From an optimization exercise on the open Yosys and OpenROAD flow, aimed at small area, a short achievable clock period and few clock cycles per item; shortcuts taken in it are not production practice. At most, simulation tests tie the RTL to the original design; equivalence was not proved. No activity file was given, so power comes from the tool's default toggle rates.

Setup of rev 12:
## pn_eval
module pn_eval #(
  parameter int DATA_W = 3,
  parameter int OUT_W = 64,
  parameter int MAX_LEN = 20
) (
  input  logic              clk,
  input  logic              rst,
  input  logic              in_valid,
  input  logic [DATA_W-1:0] in,
  input  logic              operator,
  input  logic              mode,
  output logic              out_valid,
  output logic [OUT_W-1:0]  out,
  output logic              err
);
Size in the first run: roughly 290 flip-flops.
clock: 16.0 ns
lec_check: 0
cap_margin: 20
core_margin: 2
core_utilization: 60
setup_slack_margin: 1.0
slew_margin: 20
standard.sh (not shown) runs the stock make flow with config.mk's settings and CLKGATE_MAP_FILE= SYNTH_SCRIPT=/design/flow/synth_recipe.tcl, a recipe that flattens the netlist after the stock synthesis.
==> flow/flow/run.sh <==
#!/bin/bash
# The standard ORFS layout (standard.sh: the standard synthesis, floorplan, power grid, CTS
# and routing), with two changes in how it is made: the port buffers are buf_2 cells (the default
# choice is a slow delay buffer), and repair_timing keeps a larger setup margin than the 16 ns
# clock needs, so that it sizes and buffers the design for speed. Each step's full log stays in
# orfs/logs; make's output is in standard_flow.log.
set -euo pipefail
bash standard.sh "BUFFER_PORTS_ARGS=-buffer_cell sky130_fd_sc_hd__buf_2" SETUP_SLACK_MARGIN=11.4 finish > standard_flow.log 2>&1
--- input diff rev 12..rev 13 ---
--- a/flow/design.v
+++ b/flow/design.v
@@ -144,23 +144,25 @@
   assign a_fuse = a_rv & pv_q[1] & pl_q[1] & ~po_q[1][1];
   assign a_ppush = ~mb_q & ~pend_q & ctv_q & mode_q & ~ct_op_q;
   assign a_fpush = ~mb_q & ~pend_q & ctv_q & ~mode_q & ct_op_q;
   assign a_lpush = ~mb_q & ~pend_q & ctv_q & ~mode_q & ~ct_op_q & ~(pv_q[0] & pl_q[0]);
   assign a_op = (~pend_q & mode_q) ? ct_v_q[1:0] : po_q[0];
   always_comb begin
     logic fr4, fq, swapq, single, mul;
     logic pop_v, push_v, land, land2, idle_next;
     mul = a_op == pn_eval_pkg::OP_MUL;
     fr4 = r_q[DW-1:3] == '0 || r_q[DW-1:3] == '1;
     single = wt_q | fr4;
-    swapq = !(r_q[DW-1:15] == '0 || r_q[DW-1:15] == '1);
+    swapq = ((t[DW-1:7] == '0 || t[DW-1:7] == '1) && !(r_q[DW-1:7] == '0 || r_q[DW-1:7] == '1)) ||
+            ((t[DW-1:11] == '0 || t[DW-1:11] == '1) && !(r_q[DW-1:11] == '0 || r_q[DW-1:11] == '1)) ||
+            ((t[DW-1:15] == '0 || t[DW-1:15] == '1) && !(r_q[DW-1:15] == '0 || r_q[DW-1:15] == '1));
     fq = q_q[16:4] == '0 || q_q[16:4] == '1;
     r_d = r_q;
     rv_d = rv_q;
     v_d = v_q;
     pl_d = pl_q;
     po_d = po_q;
     pend_d = pend_q;
     mb_d = mb_q;
     q_d = q_q;
     consume = ctv_q & ~mb_q & ~pend_q;
     pop_v = 1'b0;
--- outcome ---
Rev 13 ended with less wire length on met1 than rev 12. Going from rev 12 to rev 13, power density relative to cell area went down; wire length of the first global-routing pass dropped about 9%; met3 wirelength from detailed routing saw a decrease; critical path data required time fell 3.66 ns; global-route usage shows a reduction of 1.8 points. Rev 13 vs rev 12, critical path endpoint: out[3] vs bd_q[1]. Non-clock buffer instance count of the final layout: rev 13 and rev 12 compared, higher one is rev 13. Going from rev 12 to rev 13, the sequential fraction of total cell area was found to have gone up by 0.66 points. Compared rev 13 vs rev 12, and share of the clock period used by the worst path is down in rev 13. Summary — effective utilization at floorplan, rev 13 relative to rev 12: higher, by 0.46 points. Higher number of tap cells inserted goes to rev 12 over rev 13. Taking rev 13 as 1.0, rev 12 lands at 1.06 on via count. Rev 13 leaves more setup margin than rev 12. NOTE: maximum net fanout on the critical path in rev 13 exceeds that of rev 12.
Testbench counts of rev 13, summed over its fixed seeds: cycles 4,812, items 384.
Function not checked in rev 12: the RTL went through the layout flow alone.

* * *

Another version of the RTL of pn_eval (not shown whole).
For scale: roughly 2100 cells after synthesis, about 290 flip-flops, roughly 74 I/O pins, ~19000 um^2 of cells after synthesis.
==> flow/config.mk <==
export PLATFORM = sky130hd
export DESIGN_NAME = pn_eval
export DESIGN_NICKNAME = pn_eval
export VERILOG_FILES = /design/flow/design.v
export SDC_FILE = /design/flow/constraint.sdc
export NUM_CORES = 8
export LEC_CHECK = 0
export CAP_MARGIN = 20
export CORE_MARGIN = 2
export CORE_UTILIZATION = 60
export SETUP_SLACK_MARGIN = 1.0
export SLEW_MARGIN = 20
==> flow/constraint.sdc <==
create_clock -name core_clock -period 16.0 [get_ports {clk}]
set_input_delay 3.2000 -clock core_clock [delete_from_list [all_inputs] [get_ports {clk}]]
set_output_delay 3.2000 -clock core_clock [all_outputs]
set_load 0.01 [all_outputs]
Scripts as last shown in full above: flow/flow/run.sh
The starting point finished clean.
Then changed:
--- a/flow/design.v
+++ b/flow/design.v
@@ -92,26 +92,28 @@
     if (operator && in[1:0] == pn_eval_pkg::OP_RSV) a_err = 1'b1;
     if (a_md ? operator && a_lvl < 5'd2 : a_lvl == 5'd0) a_err = 1'b1;
     if (n_bud[5]) a_err = 1'b1;
     fe = errA_q | (mode_q ? lvl_q != 5'd1 : lvl_q != 5'd0);
   end
   logic ctv_q, ct_op_q;
   logic [2:0] ct_v_q;
   logic [DW-1:0] r_q;
+  logic rv_q;
   logic [VD-1:0][DW-1:0] v_q;    
   logic [PD-1:0] pv_q, pl_q;    
   logic [PD-1:0][1:0] po_q;
   logic pend_q, mb_q;
   logic [16:0] q_q;
   logic xt_q, xr_q, mt_q, wt_q, zs_q, zc_q;
   logic [5:0] bd_q;
   logic [DW-1:0] t, x, m, z, res;
   logic [5:0] bd_d;
   logic [DW-1:0] r_d;
+  logic rv_d;
   logic [VD-1:0][DW-1:0] v_d;
   logic [PD-1:0] pv_d, pl_d;
   logic [PD-1:0][1:0] po_d;
   logic pend_d, mb_d, ctv_d, ct_op_d, mode_d;
   logic [2:0] ct_v_d;
   logic [16:0] q_d;
   logic xt_d, xr_d, mt_d, wt_d, zs_d, zc_d, t4_d;
   logic consume, load, avail, clr, fin_a, fin_b, fin_err;
@@ -152,19 +154,22 @@
   assign a_lpush = ~mb_q & ~pend_q & ctv_q & ~mode_q & ~ct_op_q & ~(pv_q[0] & pl_q[0]);
   assign a_op = (~pend_q & mode_q) ? ct_v_q[1:0] : po_q[0];
   always_comb begin
     logic fr4, fq, swapq, single, mul;
     logic pop_v, push_v, land, land2, idle_next;
     mul = a_op == pn_eval_pkg::OP_MUL;
     fr4 = r_q[DW-1:3] == '0 || r_q[DW-1:3] == '1;
     single = wt_q | fr4;
-    swapq = !(r_q[DW-1:15] == '0 || r_q[DW-1:15] == '1);
+    swapq = ((t[DW-1:7] == '0 || t[DW-1:7] == '1) && !(r_q[DW-1:7] == '0 || r_q[DW-1:7] == '1)) ||
+            ((t[DW-1:11] == '0 || t[DW-1:11] == '1) && !(r_q[DW-1:11] == '0 || r_q[DW-1:11] == '1)) ||
+            ((t[DW-1:15] == '0 || t[DW-1:15] == '1) && !(r_q[DW-1:15] == '0 || r_q[DW-1:15] == '1));
     fq = q_q[16:4] == '0 || q_q[16:4] == '1;
     r_d = r_q;
+    rv_d = rv_q;
     v_d = v_q;
     pl_d = pl_q;
     po_d = po_q;
     pend_d = pend_q;
     mb_d = mb_q;
     q_d = q_q;
     consume = ctv_q & ~mb_q & ~pend_q;
     pop_v = 1'b0;
@@ -182,32 +187,39 @@
       end
     end
     if (a_tr) begin
       if (!mul || single) begin
         r_d = res;
         pop_v = 1'b1;
         if (pend_q) land = 1'b1;
       end else begin
-        r_d = '0;
         mb_d = 1'b1;
-        q_d = swapq ? {t[15:0], 1'b0} : {r_q[15:0], 1'b0};
-        v_d[0] = swapq ? r_q : t;
+        if (swapq) begin
+          r_d = '0;
+          q_d = {t[15:0], 1'b0};
+          v_d[0] = r_q;
+        end else begin
+          r_d = res;
+          q_d = {{4{r_q[15]}}, r_q[15:3]};
+          v_d[0] = {t[DW-5:0], 4'b0};
+        end
       end
     end
     if (a_rv) begin
       r_d = res;
       if (a_fuse) begin
         land2 = 1'b1;
         pop_v = 1'b1;
       end else land = 1'b1;
     end
     if (a_ppush | a_lpush) begin
-      push_v = mode_q | pv_q[0];
+      push_v = rv_q & (mode_q | pv_q[0]);
       r_d = {{(DW-3){1'b0}}, ct_v_q};
+      rv_d = 1'b1;
       if (!mode_q) pl_d[0] = 1'b1;
     end
     if (a_mrg & (~po_q[1][1] | single)) begin
       r_d = res;
       pop_v = 1'b1;
       po_d[0] = ct_v_q[1:0];
       pl_d[0] = 1'b0;
       po_d[1] = po_q[1][1] ? pn_eval_pkg::OP_MUL : {1'b0, po_q[0][0] ^ po_q[1][0]};
@@ -315,16 +327,17 @@
     end
     clr = rst | ov_q;
     if (clr) begin
       ctv_d = 1'b0;
       mb_d = 1'b0;
       pend_d = 1'b0;
       po_d = '1;
       pl_d = '0;
+      rv_d = 1'b0;
     end
   end
   for (genvar j = 0; j < VD; j++) begin : g_v
     localparam int WJ = vw(j);
     logic [WJ-1:0] st_q;
     always_ff @(posedge clk) st_q <= v_d[j][WJ-1:0];
     assign v_q[j] = {{(DW-WJ){st_q[WJ-1]}}, st_q};
   end
@@ -340,16 +353,17 @@
       bud_q <= n_bud[4:0];
     end
     err_q <= fin_err;
     {xt_q, xr_q, mt_q, wt_q, zs_q, zc_q, bd_q} <= {xt_d, xr_d, mt_d, wt_d, zs_d, zc_d, bd_d};
     ctv_q <= ctv_d;
     mb_q <= mb_d;
     pend_q <= pend_d;
     pl_q <= pl_d;
+    rv_q <= rv_d;
     if (clr) begin
       active_q <= 1'b0;
       ended_q <= 1'b0;
       ov_q <= 1'b0;
       errA_q <= 1'b0;
       errF_q <= 1'b0;
       wp_q <= '0;
       rp_q <= '0;
=> The new run finished clean; via count came out lower by 3.3%; global-route usage is lower by 1.2 points; fmax went down by 0.59%; setup slack is worse by 0.027 ns; synthesized cell count goes up by 1.0%; critical path depth rises by 11; register-to-register slack degrades by 0.09 ns; cell count falls by 0.43%.
Function was not checked in any run of this note: the RTL went through the layout flow alone.

[separate check: timing with driven ports]
The results above use ideal ports. As a check the final layouts listed here were re-extracted and re-timed, cells and wires unchanged. Step 1, drivers: a clkbuf_16 drives clk and a buf_2 each remaining input, both assumed. Step 2, shift: input delay + t, output delay - t, t = (earliest + latest rising clock arrival at the registers) / 2. This alone moves slack from input paths to output paths. Three values: ideal, step 1, step 2; two values: the first two.
| run | t, ns | setup WS [ns] | worst data-port slew with drivers (ns) |
|---|---|---|---|
| rev 12 | 0.575 | 11.243 / 11.255 / 10.680 | 0.06 |
| rev 13 | 0.570 | 11.393 / 11.338 / 10.848 | 0.08 |
| the first run of note 2 | 0.571 | 11.427 / 11.374 / 10.877 | 0.08 |
| the second run of note 2 | 0.579 | 11.400 / 11.382 / 10.804 | 0.07 |
After both steps setup and hold are still met in every run listed. The setup slack of the second run of note 2, which loses most, moves by -0.018 ns with the drivers and by -0.596 ns with both steps.
